Background: an optimization exercise with open tools, aiming at small area. Do not read the settings as production practice.
In this exercise RTL edits were held to simulation tests only and were not proved equivalent to the original.
The flow treats the clock pin as an ideal source, which a real chip does not have.
Power is estimated from default activity; no workload was simulated.

==> flow/design.v <==
module conv_window_gen #(
    parameter int IMG_WIDTH  = 224,
    parameter int IMG_HEIGHT = 224,
    parameter int DATA_WIDTH = 8
) (
    input  logic                    clk,
    input  logic                    reset,
    input  logic                    start,
    input  logic [DATA_WIDTH-1:0]   pixel_in,
    input  logic                    pixel_in_valid,
    output logic                    pixel_in_ready,
    output logic [9*DATA_WIDTH-1:0] window_out,
    output logic                    window_valid,
    input  logic                    window_ready,
    output logic                    frame_done,
    output logic                    busy
);
    localparam int CW = (IMG_WIDTH  > 1) ? $clog2(IMG_WIDTH)  : 1;
    localparam int RW = (IMG_HEIGHT > 1) ? $clog2(IMG_HEIGHT) : 1;
    localparam logic [CW-1:0] LAST_COL = CW'(IMG_WIDTH - 1);
    localparam logic [RW-1:0] LAST_ROW = RW'(IMG_HEIGHT - 1);
    localparam int SR_LEN = 2 * IMG_WIDTH + 2;
    typedef enum logic [1:0] {IDLE, RUN, DRAIN, DONE} state_t;
    state_t                  state_q;
    logic [CW-1:0]           col_q;
    logic [RW-1:0]           row_q;
    logic                    col_ge2_q;
    logic                    row_ge2_q;
    logic [DATA_WIDTH-1:0]   sr [SR_LEN];
    logic [9*DATA_WIDTH-1:0] window_d;
    logic [9*DATA_WIDTH-1:0] window_q;
    logic                    window_valid_q;
    logic                    acc;
    logic                    emit;
    assign pixel_in_ready = (state_q == RUN) && (!window_valid_q || window_ready);
    assign acc            = pixel_in_valid && pixel_in_ready;
    assign emit           = acc && row_ge2_q && col_ge2_q;
    assign window_out     = window_q;
    assign window_valid   = window_valid_q;
    assign frame_done     = (state_q == DONE);
    assign busy           = (state_q == RUN) || (state_q == DRAIN);
    always_ff @(posedge clk) begin
        if (acc) begin
            sr[0] <= pixel_in;
            for (int k = 1; k < SR_LEN; k++) sr[k] <= sr[k-1];
        end
    end
    assign window_d = {pixel_in,                  sr[0],               sr[1],
                       sr[IMG_WIDTH-1],           sr[IMG_WIDTH],       sr[IMG_WIDTH+1],
                       sr[2*IMG_WIDTH-1],         sr[2*IMG_WIDTH],     sr[2*IMG_WIDTH+1]};
    always_ff @(posedge clk) begin
        if (reset) begin
            window_q       <= '0;
            window_valid_q <= 1'b0;
        end else if (emit) begin
            window_q       <= window_d;
            window_valid_q <= 1'b1;
        end else if (window_ready) begin
            window_valid_q <= 1'b0;
        end
    end
    always_ff @(posedge clk) begin
        if (reset) begin
            state_q   <= IDLE;
            col_q     <= '0;
            row_q     <= '0;
            col_ge2_q <= 1'b0;
            row_ge2_q <= 1'b0;
        end else begin
            case (state_q)
                IDLE: begin
                    col_q     <= '0;
                    row_q     <= '0;
                    col_ge2_q <= 1'b0;
                    row_ge2_q <= 1'b0;
                    if (start) begin
                        state_q <= RUN;
                    end
                end
                RUN: begin
                    if (acc) begin
                        if (col_q == LAST_COL) begin
                            col_q     <= '0;
                            col_ge2_q <= 1'b0;
                            if (row_q == LAST_ROW) begin
                                state_q <= DRAIN;
                            end else begin
                                row_q <= row_q + 1'b1;
                                if (row_q == RW'(1)) row_ge2_q <= 1'b1;
                            end
                        end else begin
                            col_q <= col_q + 1'b1;
                            if (col_q == CW'(1)) col_ge2_q <= 1'b1;
                        end
                    end
                end
                DRAIN: begin
                    if (!window_valid_q || window_ready) begin
                        state_q <= DONE;
                    end
                end
                DONE:    state_q <= IDLE;
                default: state_q <= IDLE;
            endcase
        end
    end
endmodule
Settings: LEC_CHECK=0, CAP_MARGIN=20, CORE_MARGIN=2, CORE_UTILIZATION=40, SLEW_MARGIN=20; clock period 6.0 ns.
run.sh (not shown) runs the stock make flow with config.mk's settings and CLKGATE_MAP_FILE= SYNTH_SCRIPT=/design/flow/synth_recipe.tcl, a recipe that flattens the netlist after the stock synthesis.
The starting point ran to the end with no violations.
Edit:
==> flow/flow/run.sh (new file) <==
#!/bin/bash
# Standard ORFS flow (the standard.sh) with a leaner clock tree: no dummy
# balancing loads, chosen clock buffer and sink clustering, and the smallest
# buffer on the ports. Full make output goes to make.log; each ORFS step keeps
# its own log under orfs/logs/.
set -euo pipefail
bash standard.sh \
  "CTS_ARGS=-sink_clustering_enable -repair_clock_nets -dont_use_dummy_load -buf_list sky130_fd_sc_hd__clkbuf_16 -sink_clustering_size 36 -sink_clustering_max_diameter 60" \
  "BUFFER_PORTS_ARGS=-buffer_cell sky130_fd_sc_hd__buf_1" \
  finish > make.log 2>&1
==> flow/standard.sh (new file) <==
#!/bin/bash
# synth_recipe.tcl (not shown) runs the flow's synth.tcl, then flattens the netlist and writes it again
# the make line also repeats each setting of config.mk as NAME=value (left out here)
make -C /OpenROAD-flow-scripts/flow DESIGN_CONFIG=/design/flow/config.mk WORK_HOME=/design/flow/orfs CLKGATE_MAP_FILE= SYNTH_SCRIPT=/design/flow/synth_recipe.tcl "${@:-finish}"
--- a/flow/config.mk
+++ b/flow/config.mk
@@ -10 +10,2 @@
-export CORE_UTILIZATION = 40
+export CORE_UTILIZATION = 65
+export PLACE_DENSITY = 0.75
removed: flow/run.sh
What happened: Setup slack degrades by 280 ps; critical path depth went up by 3; fmax went down by 7.1%; power went down by 19%; cell count went down by 23%; wire length went down by 1.3%; first-iteration DRC count went down by 13%; sequential power is about the same; worst hold slack degrades by 34 ps; core utilization went up by 23 points; design area went down by 7.6%.
Edit:
==> flow/run.sh (new file) <==
#!/bin/bash
# synth_recipe.tcl (not shown) runs the flow's synth.tcl, then flattens the netlist and writes it again
# the make line also repeats each setting of config.mk as NAME=value (left out here)
make -C /OpenROAD-flow-scripts/flow DESIGN_CONFIG=/design/flow/config.mk WORK_HOME=/design/flow/orfs CLKGATE_MAP_FILE= SYNTH_SCRIPT=/design/flow/synth_recipe.tcl finish
--- a/flow/config.mk
+++ b/flow/config.mk
@@ -10,2 +10,4 @@
-export CORE_UTILIZATION = 65
-export PLACE_DENSITY = 0.75
+export CORE_UTILIZATION = 40
+export CTS_BUF_LIST = sky130_fd_sc_hd__clkbuf_8
+export CTS_CLUSTER_DIAMETER = 50
+export CTS_CLUSTER_SIZE = 20
removed: flow/flow/run.sh
removed: flow/standard.sh
What happened: Hold slack improves by 33 ps; setup slack gets better by 230 ps; wire length barely changes; power went up by about 9%; register-to-register slack improved by 550 ps; cell count grows by 29%; sequential share of layout area went down by 4.1 points; clock skew drops by 38 ps.

========
// conv_window_gen: RTL as listed in full above, without the edits since
export LEC_CHECK = 0
export CAP_MARGIN = 20
export CORE_MARGIN = 2
export CORE_UTILIZATION = 40
export PLACE_DENSITY = 0.6
export SLEW_MARGIN = 20
create_clock -name core_clock -period 6.0 [get_ports {clk}]
standard.sh (not shown) runs the stock make flow with config.mk's settings and CLKGATE_MAP_FILE= SYNTH_SCRIPT=/design/flow/synth_recipe.tcl, a recipe that flattens the netlist after the stock synthesis.
==> flow/flow/run.sh <==
#!/bin/bash
# Standard ORFS flow (the standard.sh) with a leaner clock tree: no dummy
# balancing loads, chosen clock buffer and sink clustering, and the smallest
# buffer on the ports. Full make output goes to make.log; each ORFS step keeps
# its own log under orfs/logs/.
set -euo pipefail
bash standard.sh \
  "CTS_ARGS=-sink_clustering_enable -repair_clock_nets -dont_use_dummy_load -buf_list sky130_fd_sc_hd__clkbuf_8 -sink_clustering_size 20 -sink_clustering_max_diameter 50" \
  "BUFFER_PORTS_ARGS=-buffer_cell sky130_fd_sc_hd__buf_1" \
  finish > make.log 2>&1
Rerun with:
==> flow/run.sh (new file) <==
#!/bin/bash
# synth_recipe.tcl (not shown) runs the flow's synth.tcl, then flattens the netlist and writes it again
# the make line also repeats each setting of config.mk as NAME=value (left out here)
make -C /OpenROAD-flow-scripts/flow DESIGN_CONFIG=/design/flow/config.mk WORK_HOME=/design/flow/orfs CLKGATE_MAP_FILE= SYNTH_SCRIPT=/design/flow/synth_recipe.tcl finish
Settings changed: CTS_BUF_LIST set to sky130_fd_sc_hd__clkbuf_16, CTS_CLUSTER_DIAMETER set to 60, CTS_CLUSTER_SIZE set to 36, PLACE_DENSITY 0.6 to unset.
removed: flow/flow/run.sh
removed: flow/standard.sh
=> Cell count is higher by 0.45%. Wire length is lower by 1.2%. Hold slack gains 0.029 ns. Worst setup slack loses 0.17 ns. Global-route usage is lower by 0.13 points. Design area is higher by 2.9%. Clock-buffer cell count is lower by 126. Flip-flop and latch count does not change.

========
Setup of v51:
conv_window_gen, a different RTL version from the one above (not shown whole).
Size in the first run: about 3700 flip-flops, ~89 I/O pins, ~0.10 mm^2 of cells after synthesis.
## conv_window_gen
module conv_window_gen #(
    parameter int IMG_WIDTH  = 224,
    parameter int IMG_HEIGHT = 224,
    parameter int DATA_WIDTH = 8
) (
    input  logic                    clk,
    input  logic                    reset,
    input  logic                    start,
    input  logic [DATA_WIDTH-1:0]   pixel_in,
    input  logic                    pixel_in_valid,
    output logic                    pixel_in_ready,
    output logic [9*DATA_WIDTH-1:0] window_out,
    output logic                    window_valid,
    input  logic                    window_ready,
    output logic                    frame_done,
    output logic                    busy
);
Settings: LEC_CHECK=0, CAP_MARGIN=10, CORE_MARGIN=2, CORE_UTILIZATION=65, PLACE_DENSITY=0.85, SLEW_MARGIN=10; clock period 6.0 ns.
==> flow/flow/run.sh <==
#!/bin/bash
# Standard ORFS flow (the standard.sh) with a leaner clock tree: no dummy
# balancing loads, clkbuf_16 sink clusters, clock buffers downsized after CTS
# where the clock-pin slew allows (flow/resize_clk.tcl), and the smallest
# buffer on the ports. Full make output goes to make.log; each ORFS step keeps
# its own log under orfs/logs/.
set -euo pipefail
bash standard.sh \
  "CTS_ARGS=-sink_clustering_enable -repair_clock_nets -dont_use_dummy_load -buf_list sky130_fd_sc_hd__clkbuf_16 -sink_clustering_size 30 -sink_clustering_max_diameter 50" \
  "POST_CTS_TCL=$PWD/flow/resize_clk.tcl" \
  "CLK_SLEW_TARGET=0.115" \
  "BUFFER_PORTS_ARGS=-buffer_cell sky130_fd_sc_hd__buf_1" \
  finish > make.log 2>&1
==> flow/flow/resize_clk.tcl <==
# Post-CTS hook: downsize clock-tree buffers, leaves first, as long as the
# worst slew at the pins below each buffer stays under CLK_SLEW_TARGET (or
# does not get worse than it was), with placement parasitics.
namespace eval rclk {
  variable sizes {sky130_fd_sc_hd__clkbuf_1 sky130_fd_sc_hd__clkbuf_2 sky130_fd_sc_hd__clkbuf_4 sky130_fd_sc_hd__clkbuf_8 sky130_fd_sc_hd__clkbuf_16}
  variable depth [dict create]
  variable sub [dict create]
  variable bufs {}

  proc pins_slew {pins} {
    set mx 0
    foreach p $pins {
      set s [get_property [get_pins $p] slew_max]
      if {$s > $mx} {set mx $s}
    }
    return $mx
  }

  # Walk the clock tree from net; record each clock buffer's depth and every
  # load pin below it. Returns the load pins below net.
  proc walk {net d} {
    variable depth
    variable sub
    variable bufs
    set pins {}
    foreach it [$net getITerms] {
      if {[$it isInputSignal]} {
        lappend pins "[[$it getInst] getName]/[[$it getMTerm] getName]"
      }
    }
    # pins: every load pin below net (register clock pins and buffer inputs)
    foreach it [$net getITerms] {
      if {![$it isInputSignal]} continue
      set inst [$it getInst]
      if {![string match "sky130_fd_sc_hd__clkbuf*" [[$inst getMaster] getName]]} continue
      set below {}
      foreach ot [$inst getITerms] {
        if {[$ot isOutputSignal] && [$ot getNet] ne "NULL"} {
          set below [walk [$ot getNet] [expr {$d + 1}]]
        }
      }
      dict set depth [$inst getName] $d
      dict set sub [$inst getName] $below
      lappend bufs [$inst getName]
      set pins [concat $pins $below]
    }
    return $pins
  }

  # Register clock pins (target) and buffer inputs (0.4 ns) checked apart.
  proc ok {pins target lim_clk lim_buf} {
    set clk {}
    set buf {}
    foreach p $pins {
      if {[string match */CLK $p]} {lappend clk $p} else {lappend buf $p}
    }
    return [expr {[pins_slew $clk] <= $lim_clk && [pins_slew $buf] <= $lim_buf}]
  }

  proc worst {pins pat} {
    set sel {}
    foreach p $pins { if {[string match $pat $p]} {lappend sel $p} }
    return [pins_slew $sel]
  }

  proc run {target} {
    variable sizes
    variable depth
    variable sub
    variable bufs
    set_propagated_clock [all_clocks]
    estimate_parasitics -placement
    set block [ord::get_db_block]
    set all [walk [[$block findBTerm clk] getNet] 0]
    puts "resize_clk: [llength $bufs] clock buffers, worst register clock slew before [worst $all */CLK]"
    set order [lsort -command [list apply {{depth a b} {expr {[dict get $depth $b] - [dict get $depth $a]}}} $depth] $bufs]
    foreach b $order {
      set orig [[[$block findInst $b] getMaster] getName]
      set pins [dict get $sub $b]
      set lim_clk [expr {max($target, [worst $pins */CLK])}]
      set lim_buf [expr {max(0.4, [worst $pins */A])}]
      foreach m $sizes {
        if {$m eq $orig} break
        replace_cell $b $m
        if {[ok $pins $target $lim_clk $lim_buf]} break
        replace_cell $b $orig
      }
    }
    set cnt [dict create]
    foreach b $bufs { dict incr cnt [[[$block findInst $b] getMaster] getName] }
    puts "resize_clk: worst register clock slew after [worst $all */CLK], buffer input [worst $all */A] (target $target); sizes $cnt"
  }
}
rclk::run [expr {[info exists ::env(CLK_SLEW_TARGET)] ? $::env(CLK_SLEW_TARGET) : 0.112}]
detailed_placement
What v25 does differently from v51 at the input level:
Settings: a change of CAP_MARGIN from 10 to 5; a change of CORE_UTILIZATION from 65 to 75; a change of PLACE_DENSITY from 0.85 to 0.92; a change of SLEW_MARGIN from 10 to 5.
==> flow/flow/run.sh <==
#!/bin/bash
# Standard ORFS flow (the standard.sh) with a leaner clock tree: no dummy
# balancing loads, clkbuf_16 sink clusters, clock buffers downsized after CTS
# where the clock-pin slew allows (flow/resize_clk.tcl), and the smallest
# buffer on the ports. Full make output goes to make.log; each ORFS step keeps
# its own log under orfs/logs/.
set -euo pipefail
bash standard.sh \
  "CTS_ARGS=-sink_clustering_enable -repair_clock_nets -dont_use_dummy_load -buf_list sky130_fd_sc_hd__clkbuf_16 -sink_clustering_size 32 -sink_clustering_max_diameter 60" \
  "POST_CTS_TCL=$PWD/flow/resize_clk.tcl" \
  "CLK_SLEW_TARGET=0.112" \
  "BUFFER_PORTS_ARGS=-buffer_cell sky130_fd_sc_hd__buf_1" \
  finish > make.log 2>&1
-- flow/flow/resize_clk.tcl --
<<< v51, line 48
  }

  # Register clock pins (target) and buffer inputs (0.4 ns) checked apart.
  proc ok {pins target lim_clk lim_buf} {
    set clk {}
>>> v25, line 48
  }

  # Register clock pins (target) and buffer inputs (0.2 ns) checked apart.
  proc ok {pins target lim_clk lim_buf} {
    set clk {}
<<< v51, line 79
      set pins [dict get $sub $b]
      set lim_clk [expr {max($target, [worst $pins */CLK])}]
      set lim_buf [expr {max(0.4, [worst $pins */A])}]
      foreach m $sizes {
        if {$m eq $orig} break
>>> v25, line 79
      set pins [dict get $sub $b]
      set lim_clk [expr {max($target, [worst $pins */CLK])}]
      set lim_buf [expr {max(0.2, [worst $pins */A])}]
      foreach m $sizes {
        if {$m eq $orig} break
## What came out
v25 ran to completion and came out clean on the timing, design-rule and antenna checks.
Summary: final worst hold slack, v25 better than v51
Sort v25 and v51 by area added between synthesis and finish asc -> top: v25
v25 vs. v51: well tap count went down, total wire length now larger.
Delta (v25 minus v51): final critical delay including setup and external delays shows an increase of 0.20 ns; via count shows an increase of 694; fraction of area in multi-input gates ~0 delta.
Changes in v1 relative to v25:
Settings: SLEW_MARGIN: 5 -> 10; CORE_UTILIZATION: 75 -> 65; CAP_MARGIN: 5 -> 10; PLACE_DENSITY: 0.92 -> 0.85.
-- flow/flow/resize_clk.tcl --
<<< v25, line 48
  }

  # Register clock pins (target) and buffer inputs (0.2 ns) checked apart.
  proc ok {pins target lim_clk lim_buf} {
    set clk {}
>>> v1, line 48
  }

  # Register clock pins (target) and buffer inputs (0.4 ns) checked apart.
  proc ok {pins target lim_clk lim_buf} {
    set clk {}
<<< v25, line 79
      set pins [dict get $sub $b]
      set lim_clk [expr {max($target, [worst $pins */CLK])}]
      set lim_buf [expr {max(0.2, [worst $pins */A])}]
      foreach m $sizes {
        if {$m eq $orig} break
>>> v1, line 79
      set pins [dict get $sub $b]
      set lim_clk [expr {max($target, [worst $pins */CLK])}]
      set lim_buf [expr {max(0.4, [worst $pins */A])}]
      foreach m $sizes {
        if {$m eq $orig} break
## What came out
The combinational power was comparable across v1 and v25.
[compare] base=v25 new=v1: total power shrank by 0.74 mW, global-route total usage across every layer went down by 4.4 points, part of the total power dissipated in combinational logic moved down.
Cmp v1 and v25 / first-iteration detailed-routing DRC count / higher: v25
v25 and v1 ended up with roughly the same clock power.
v25 has lower post-CTS clock slew at the launch and capture registers of the worst setup and hold paths than v1.
Against v25, v1 comes in 9900 um lower on routed wire length.

[port drivers added, routing unchanged]
How much do the figures lean on ideal ports? The routed layouts below were timed once more, with nothing changed but the port constraints.
Step 1 (the two cells are an assumption about what drives the block):
set clk [get_ports {clk}]
set_driving_cell -lib_cell sky130_fd_sc_hd__clkbuf_16 $clk
set_driving_cell -lib_cell sky130_fd_sc_hd__buf_2 [delete_from_list [all_inputs] $clk]
Step 2, shift: input delay + t, output delay - t, t = (earliest + latest rising clock arrival at the registers) / 2. This alone moves slack from input paths to output paths.
a / b / c = ideal ports / drivers / drivers and shift; a / b = the first two.
| run | t, ns | setup WS [ns] | clock arrival spread, ns | cell pins on the clock port's net |
|---|---|---|---|---|
| the first run of note 1 | 0.970 | 2.360 / 2.272 / 1.515 | 0.073 / 0.073 | 1 |
| the second run of note 1 | 0.853 | 2.080 / 2.080 / 1.381 | 0.106 / 0.106 | 1 |
| the third run of note 1 | 1.010 | 2.308 / 2.222 / 1.537 | 0.081 / 0.081 | 1 |
| the first run of note 2 | 1.021 | 2.556 / 2.545 / 1.897 | 0.168 / 0.168 | 1 |
| the second run of note 2 | 0.948 | 2.389 / 2.301 / 1.553 | 0.095 / 0.095 | 1 |
| v51 | 1.675 | 1.701 / 1.632 / 2.150 | 0.445 / 0.445 | 1 |
| v25 | 1.316 | 1.504 / 1.430 / 1.675 | 0.220 / 0.220 | 1 |
| v1 | 1.676 | 1.537 / 1.467 / 2.169 | 0.400 / 0.400 | 1 |
Clock arrivals are far apart in v51, so t is only a midpoint there and step 2 fits no single register. The setup slack of the first run of note 1, which loses most, moves by -0.088 ns with the drivers and by -0.845 ns with both steps.
